From an optimization exercise on the open Yosys and OpenROAD flow, aimed at small area and a short achievable clock period; shortcuts taken in it are not production practice.
Where RTL was checked, it was by simulation tests only, not by an equivalence proof against the original.

==> inputs of cedar <==
==> flow/design.v (excerpt) <==
module groove_sample_scheduler #(
    parameter int DEPTH = 4
) (
    input  logic        clk,
    input  logic        reset,
    input  logic        sync_start,
    input  logic [31:0] sig_time,
    input  logic        dir,
    input  logic [31:0] afll_ltr,
    input  logic [31:0] afll_rtl,
    input  logic        pos_valid,
    output logic        pos_ready,
    input  logic [15:0] pos_in,
    output logic        fire,
    output logic [31:0] fire_time,
    output logic        missed,
    output logic        busy
);
==> flow/config.mk <==
export PLATFORM = sky130hd
export DESIGN_NAME = groove_sample_scheduler
export DESIGN_NICKNAME = groove_sample_scheduler
export VERILOG_FILES = /design/flow/design.v
export SDC_FILE = /design/flow/constraint.sdc
export NUM_CORES = 4
export LEC_CHECK = 0
export ABC_AREA = 1
export CAP_MARGIN = 20
export CORE_MARGIN = 2
export CORE_UTILIZATION = 40
export PLACE_DENSITY = 0.8
export SETUP_SLACK_MARGIN = 4.8
export SLEW_MARGIN = 20
export TNS_END_PERCENT = 100
==> flow/constraint.sdc <==
create_clock -name core_clock -period 9.0 [get_ports {clk}]
set_input_delay 1.8000 -clock core_clock [delete_from_list [all_inputs] [get_ports {clk}]]
set_output_delay 1.8000 -clock core_clock [all_outputs]
set_load 0.01 [all_outputs]
standard.sh (not shown) runs the stock make flow with config.mk's settings and CLKGATE_MAP_FILE= SYNTH_SCRIPT=/design/flow/synth_recipe.tcl, a recipe that flattens the netlist after the stock synthesis.
==> flow/flow/run.sh <==
#!/bin/bash
# The standard layout (the standard.sh: ORFS synthesis, floorplan, power grid,
# placement, CTS and routing) with two changes:
#  - synthesis skips the generic ABC pass that Yosys's synth runs before the adder
#    extraction (SYNTH_ARGS=-noabc), so the full adders are extracted from the RTL's own
#    adder tree without inverters between them; the liberty-mapped ABC pass still runs,
#    and the registers are the same as the standard synthesis's;
#  - the port buffers are inserted as buf_1 cells rather than the larger cell the
#    resizer picks by default; timing repair still resizes them as needed.
set -euo pipefail
export SYNTH_ARGS="-noabc"
export BUFFER_PORTS_ARGS="-buffer_cell sky130_fd_sc_hd__buf_1"
bash standard.sh > standard.log 2>&1
==> onyx (differences from cedar) <==
--- a/flow/design.v
+++ b/flow/design.v
@@ -862,20 +862,19 @@
             wr_ptr   <= '0;
             rd_ptr   <= '0;
             count    <= '0;
         end else begin
             started  <= started || sync_start;
-            can_push <= sync_start || (started && !(!pop && (count == FULL
-                                                             || (count == FULL - 1 && push))));
+            can_push <= (started || sync_start) && count_nx != FULL;
             count    <= count_nx;
             st_m1    <= m1_nx;
             st_m2    <= m2_nx;
             st_wait  <= wait_nx;
             st_fire  <= fire_nx;
             xg       <= m1_nx || m2_nx;
             yg       <= m2_nx;
-            busy     <= !sync_start && (push || count != 0 || st_m1 || st_m2 || st_wait);
+            busy     <= count_nx != 0 || m1_nx || m2_nx || wait_nx || fire_nx;
             missed   <= st_wait && hit && !sync_start && first && (sig_time != target);
             if (sync_start) begin
                 wr_ptr <= '0;
                 rd_ptr <= '0;
             end else begin
==> flow/config.mk (replaced) <==
export PLATFORM = sky130hd
export DESIGN_NAME = groove_sample_scheduler
export DESIGN_NICKNAME = groove_sample_scheduler
export VERILOG_FILES = /design/flow/design.v
export SDC_FILE = /design/flow/constraint.sdc
export NUM_CORES = 4
export LEC_CHECK = 0
export CAP_MARGIN = 20
export CORE_MARGIN = 2
export CORE_UTILIZATION = 40
export CTS_BUF_LIST = sky130_fd_sc_hd__clkbuf_8
export SETUP_SLACK_MARGIN = 5
export SLEW_MARGIN = 20
export TNS_END_PERCENT = 100
==> ember (differences from cedar) <==
--- a/flow/design.v
+++ b/flow/design.v
@@ -144,42 +144,42 @@
     wire pp95 = (((b_one[2] & dur[28]) | (b_two[2] & dur[27])) ^ b_neg[2]);
     wire pp96 = (((b_one[2] & dur[29]) | (b_two[2] & dur[28])) ^ b_neg[2]);
     wire pp97 = (((b_one[2] & dur[30]) | (b_two[2] & dur[29])) ^ b_neg[2]);
     wire pp98 = (((b_one[2] & dur[31]) | (b_two[2] & dur[30])) ^ b_neg[2]);
     wire pp99 = (((b_two[2] & dur[31])) ^ b_neg[2]);
-    wire s100 = b_neg[0] ^ x[0] ^ pp1;
-    wire c101 = (b_neg[0] & x[0]) | (b_neg[0] & pp1) | (x[0] & pp1);
-    wire s102 = x[1] ^ pp2 ^ c101;
-    wire c103 = (x[1] & pp2) | (x[1] & c101) | (pp2 & c101);
+    wire s100 = b_neg[0] ^ x[0];
+    wire c101 = b_neg[0] & x[0];
+    wire s102 = x[1] ^ c101 ^ pp2;
+    wire c103 = (x[1] & c101) | (x[1] & pp2) | (c101 & pp2);
     wire s104 = b_neg[1] ^ x[2] ^ pp3;
     wire c105 = (b_neg[1] & x[2]) | (b_neg[1] & pp3) | (x[2] & pp3);
-    wire s106 = pp34 ^ s104 ^ c103;
-    wire c107 = (pp34 & s104) | (pp34 & c103) | (s104 & c103);
+    wire s106 = pp34 ^ c103 ^ s104;
+    wire c107 = (pp34 & c103) | (pp34 & s104) | (c103 & s104);
     wire s108 = x[3] ^ pp4 ^ pp35;
     wire c109 = (x[3] & pp4) | (x[3] & pp35) | (pp4 & pp35);
-    wire s110 = c105 ^ s108 ^ c107;
-    wire c111 = (c105 & s108) | (c105 & c107) | (s108 & c107);
+    wire s110 = c105 ^ s108;
+    wire c111 = c105 & s108;
     wire s112 = b_neg[2] ^ x[4] ^ pp5;
     wire c113 = (b_neg[2] & x[4]) | (b_neg[2] & pp5) | (x[4] & pp5);
     wire s114 = pp36 ^ pp67 ^ c109;
     wire c115 = (pp36 & pp67) | (pp36 & c109) | (pp67 & c109);
-    wire s116 = s112 ^ s114 ^ c111;
-    wire c117 = (s112 & s114) | (s112 & c111) | (s114 & c111);
+    wire s116 = s112 ^ c111 ^ s114;
+    wire c117 = (s112 & c111) | (s112 & s114) | (c111 & s114);
     wire s118 = x[5] ^ pp6 ^ pp37;
     wire c119 = (x[5] & pp6) | (x[5] & pp37) | (pp6 & pp37);
     wire s120 = pp68 ^ c113 ^ s118;
     wire c121 = (pp68 & c113) | (pp68 & s118) | (c113 & s118);
-    wire s122 = c115 ^ s120 ^ c117;
-    wire c123 = (c115 & s120) | (c115 & c117) | (s120 & c117);
+    wire s122 = c115 ^ s120;
+    wire c123 = c115 & s120;
     wire s124 = x[6] ^ y[0] ^ cr[0];
     wire c125 = (x[6] & y[0]) | (x[6] & cr[0]) | (y[0] & cr[0]);
     wire s126 = pp7 ^ pp38 ^ pp69;
     wire c127 = (pp7 & pp38) | (pp7 & pp69) | (pp38 & pp69);
     wire s128 = s124 ^ c119 ^ s126;
     wire c129 = (s124 & c119) | (s124 & s126) | (c119 & s126);
-    wire s130 = c121 ^ s128 ^ c123;
-    wire c131 = (c121 & s128) | (c121 & c123) | (s128 & c123);
+    wire s130 = c121 ^ s128;
+    wire c131 = c121 & s128;
     wire s132 = x[7] ^ y[1] ^ cr[1];
     wire c133 = (x[7] & y[1]) | (x[7] & cr[1]) | (y[1] & cr[1]);
     wire s134 = pp8 ^ pp39 ^ pp70;
     wire c135 = (pp8 & pp39) | (pp8 & pp70) | (pp39 & pp70);
     wire s136 = c125 ^ s132 ^ c127;
@@ -382,12 +382,12 @@
     wire c333 = (y[26] & cr[26]) | (y[26] & pp33) | (cr[26] & pp33);
     wire s334 = pp64 ^ pp95 ^ c325;
     wire c335 = (pp64 & pp95) | (pp64 & c325) | (pp95 & c325);
     wire s336 = c327 ^ s332 ^ s334;
     wire c337 = (c327 & s332) | (c327 & s334) | (s332 & s334);
-    wire s338 = c329 ^ s336 ^ c331;
-    wire c339 = (c329 & s336) | (c329 & c331) | (s336 & c331);
+    wire s338 = c329 ^ s336;
+    wire c339 = c329 & s336;
     wire s340 = 1'b1 ^ ~b_neg[0] ^ y[27];
     wire c341 = (1'b1 & ~b_neg[0]) | (1'b1 & y[27]) | (~b_neg[0] & y[27]);
     wire s342 = cr[27] ^ pp65 ^ pp96;
     wire c343 = (cr[27] & pp65) | (cr[27] & pp96) | (pp65 & pp96);
     wire s344 = s340 ^ c333 ^ c335;
@@ -398,33 +398,33 @@
     wire c349 = (1'b1 & y[28]) | (1'b1 & cr[28]) | (y[28] & cr[28]);
     wire s350 = pp66 ^ pp97 ^ c341;
     wire c351 = (pp66 & pp97) | (pp66 & c341) | (pp97 & c341);
     wire s352 = s348 ^ c343 ^ s350;
     wire c353 = (s348 & c343) | (s348 & s350) | (c343 & s350);
-    wire s354 = c345 ^ s352 ^ c347;
-    wire c355 = (c345 & s352) | (c345 & c347) | (s352 & c347);
+    wire s354 = c345 ^ s352;
+    wire c355 = c345 & s352;
     wire s356 = ~b_neg[1] ^ y[29] ^ cr[29];
     wire c357 = (~b_neg[1] & y[29]) | (~b_neg[1] & cr[29]) | (y[29] & cr[29]);
     wire s358 = pp98 ^ c349 ^ s356;
     wire c359 = (pp98 & c349) | (pp98 & s356) | (c349 & s356);
     wire s360 = c351 ^ s358 ^ c353;
     wire c361 = (c351 & s358) | (c351 & c353) | (s358 & c353);
     wire s362 = 1'b1 ^ y[30] ^ cr[30];
     wire c363 = (1'b1 & y[30]) | (1'b1 & cr[30]) | (y[30] & cr[30]);
     wire s364 = pp99 ^ c357 ^ s362;
     wire c365 = (pp99 & c357) | (pp99 & s362) | (c357 & s362);
-    wire s366 = c359 ^ s364 ^ c361;
-    wire c367 = (c359 & s364) | (c359 & c361) | (s364 & c361);
+    wire s366 = c359 ^ s364;
+    wire c367 = c359 & s364;
     wire s368 = ~b_neg[2] ^ y[31] ^ cr[31];
     wire s369 = c363 ^ s368 ^ c365;
-    wire g370 = s100 & 1'b0;
+    wire g370 = pp1 & s100;
     wire g371 = s102 & 1'b0;
     wire g372 = s106 & 1'b0;
-    wire g373 = s110 & 1'b0;
+    wire g373 = c107 & s110;
     wire g374 = s116 & 1'b0;
-    wire g375 = s122 & 1'b0;
-    wire g376 = s130 & 1'b0;
+    wire g375 = c117 & s122;
+    wire g376 = c123 & s130;
     wire g377 = c131 & s138;
     wire g378 = c139 & s146;
     wire g379 = c147 & s154;
     wire g380 = c155 & s162;
     wire g381 = c163 & s170;
@@ -446,23 +446,23 @@
     wire g397 = c291 & s298;
     wire g398 = c299 & s306;
     wire g399 = c307 & s314;
     wire g400 = c315 & s322;
     wire g401 = c323 & s330;
-    wire g402 = s338 & 1'b0;
+    wire g402 = c331 & s338;
     wire g403 = c339 & s346;
-    wire g404 = s354 & 1'b0;
+    wire g404 = c347 & s354;
     wire g405 = c355 & s360;
-    wire g406 = s366 & 1'b0;
+    wire g406 = c361 & s366;
     wire g407 = c367 & s369;
-    wire p408 = s100 ^ 1'b0;
+    wire p408 = pp1 ^ s100;
     wire p409 = s102 ^ 1'b0;
     wire p410 = s106 ^ 1'b0;
-    wire p411 = s110 ^ 1'b0;
+    wire p411 = c107 ^ s110;
     wire p412 = s116 ^ 1'b0;
-    wire p413 = s122 ^ 1'b0;
-    wire p414 = s130 ^ 1'b0;
+    wire p413 = c117 ^ s122;
+    wire p414 = c123 ^ s130;
     wire p415 = c131 ^ s138;
     wire p416 = c139 ^ s146;
     wire p417 = c147 ^ s154;
     wire p418 = c155 ^ s162;
     wire p419 = c163 ^ s170;
@@ -484,15 +484,15 @@
     wire p435 = c291 ^ s298;
     wire p436 = c299 ^ s306;
     wire p437 = c307 ^ s314;
     wire p438 = c315 ^ s322;
     wire p439 = c323 ^ s330;
-    wire p440 = s338 ^ 1'b0;
+    wire p440 = c331 ^ s338;
     wire p441 = c339 ^ s346;
-    wire p442 = s354 ^ 1'b0;
+    wire p442 = c347 ^ s354;
     wire p443 = c355 ^ s360;
-    wire p444 = s366 ^ 1'b0;
+    wire p444 = c361 ^ s366;
     wire p445 = c367 ^ s369;
     wire g446 = g371 | (p409 & g370);
     wire g447 = g372 | (p410 & g371);
     wire p448 = p410 & p409;
     wire g449 = g373 | (p411 & g372);
==> PnR_summary.wiki <==
{| class="wikitable"
! Metric !! Value
|-
| Flip-flop and latch share of the layout cell area || between 30% and 40%
|-
| Final standard cell utilization of the core || 46.9%
|-
| Hold path start || first
|-
| Vias per cell || 5.31
|-
| Outcome || no timing/DRC/antenna violations
|}
(the above is from ember)
==> PnR_summary.wiki <==
{| class="wikitable"
! Metric !! Value
|-
| Outcome || no timing/DRC/antenna violations
|-
| Unique masters post-synth || 56
|-
| Initial antenna violation count || 1
|-
| Clock sink total || 186
|-
| DP HPWL || 33,000 µm
|-
| Class of the most critical setup path || register to register
|-
| Flip-flop and latch share of the layout cell area || 30.5%
|-
| Vias per cell || around 5.4
|-
| Pin count of the biggest net entering global routing || 66
|-
| Hold path start || first
|-
| Area overhead of the layout relative to synthesis || 18.6%
|}
(the above is from cedar)
==> PnR_summary.wiki <==
{| class="wikitable"
! Metric !! Value
|-
| Number of synthesized register bits || 186
|-
| Flip-flop and latch share of the layout cell area || 33.4%
|-
| Vias per cell || about 5.4
|-
| Top cells by instance count after synthesis || sky130_fd_sc_hd__edfxtp_1, sky130_fd_sc_hd__fa_1, sky130_fd_sc_hd__xnor2_1
|-
| Final standard cell utilization of the core || a little under half
|-
| Outcome || no timing/DRC/antenna violations
|-
| Core area || ~34,000 µm²
|}
(the above is from onyx)
For cedar, only the layout was checked, not whether the RTL still works.

[afterwards: timing with drivers on the ports]
No port has a modelled driver above. Below, the same layouts with a new extraction and two added sets of constraints.
Step 1, drivers: a clkbuf_16 drives clk and a buf_2 each remaining input, both assumed.
Step 2 also shifts input and output timing later by t, the mid clock arrival at the registers, as if the neighbouring blocks saw the same clock.
a / b / c = ideal ports / drivers / drivers and shift; a / b = the first two.
| run | shift t [ns] | setup WS [ns] | clock arrival spread, ns | worst slew at a driven data input, ns | pins driven straight from the clock port |
|---|---|---|---|---|---|
| cedar | 0.523 | 4.815 / 4.794 / 4.794 | 0.012 / 0.012 | 0.07 | 1 |
| onyx | 0.552 | 4.140 / 4.140 / 4.140 | 0.019 / 0.019 | 0.22 | 1 |
| ember | 0.514 | 4.830 / 4.800 / 4.800 | 0.017 / 0.017 | 0.08 | 1 |
After both steps setup and hold are still met in every run listed. For ember, which loses most, drivers alone change the setup slack by -0.030 ns; drivers and shift together by -0.030 ns.
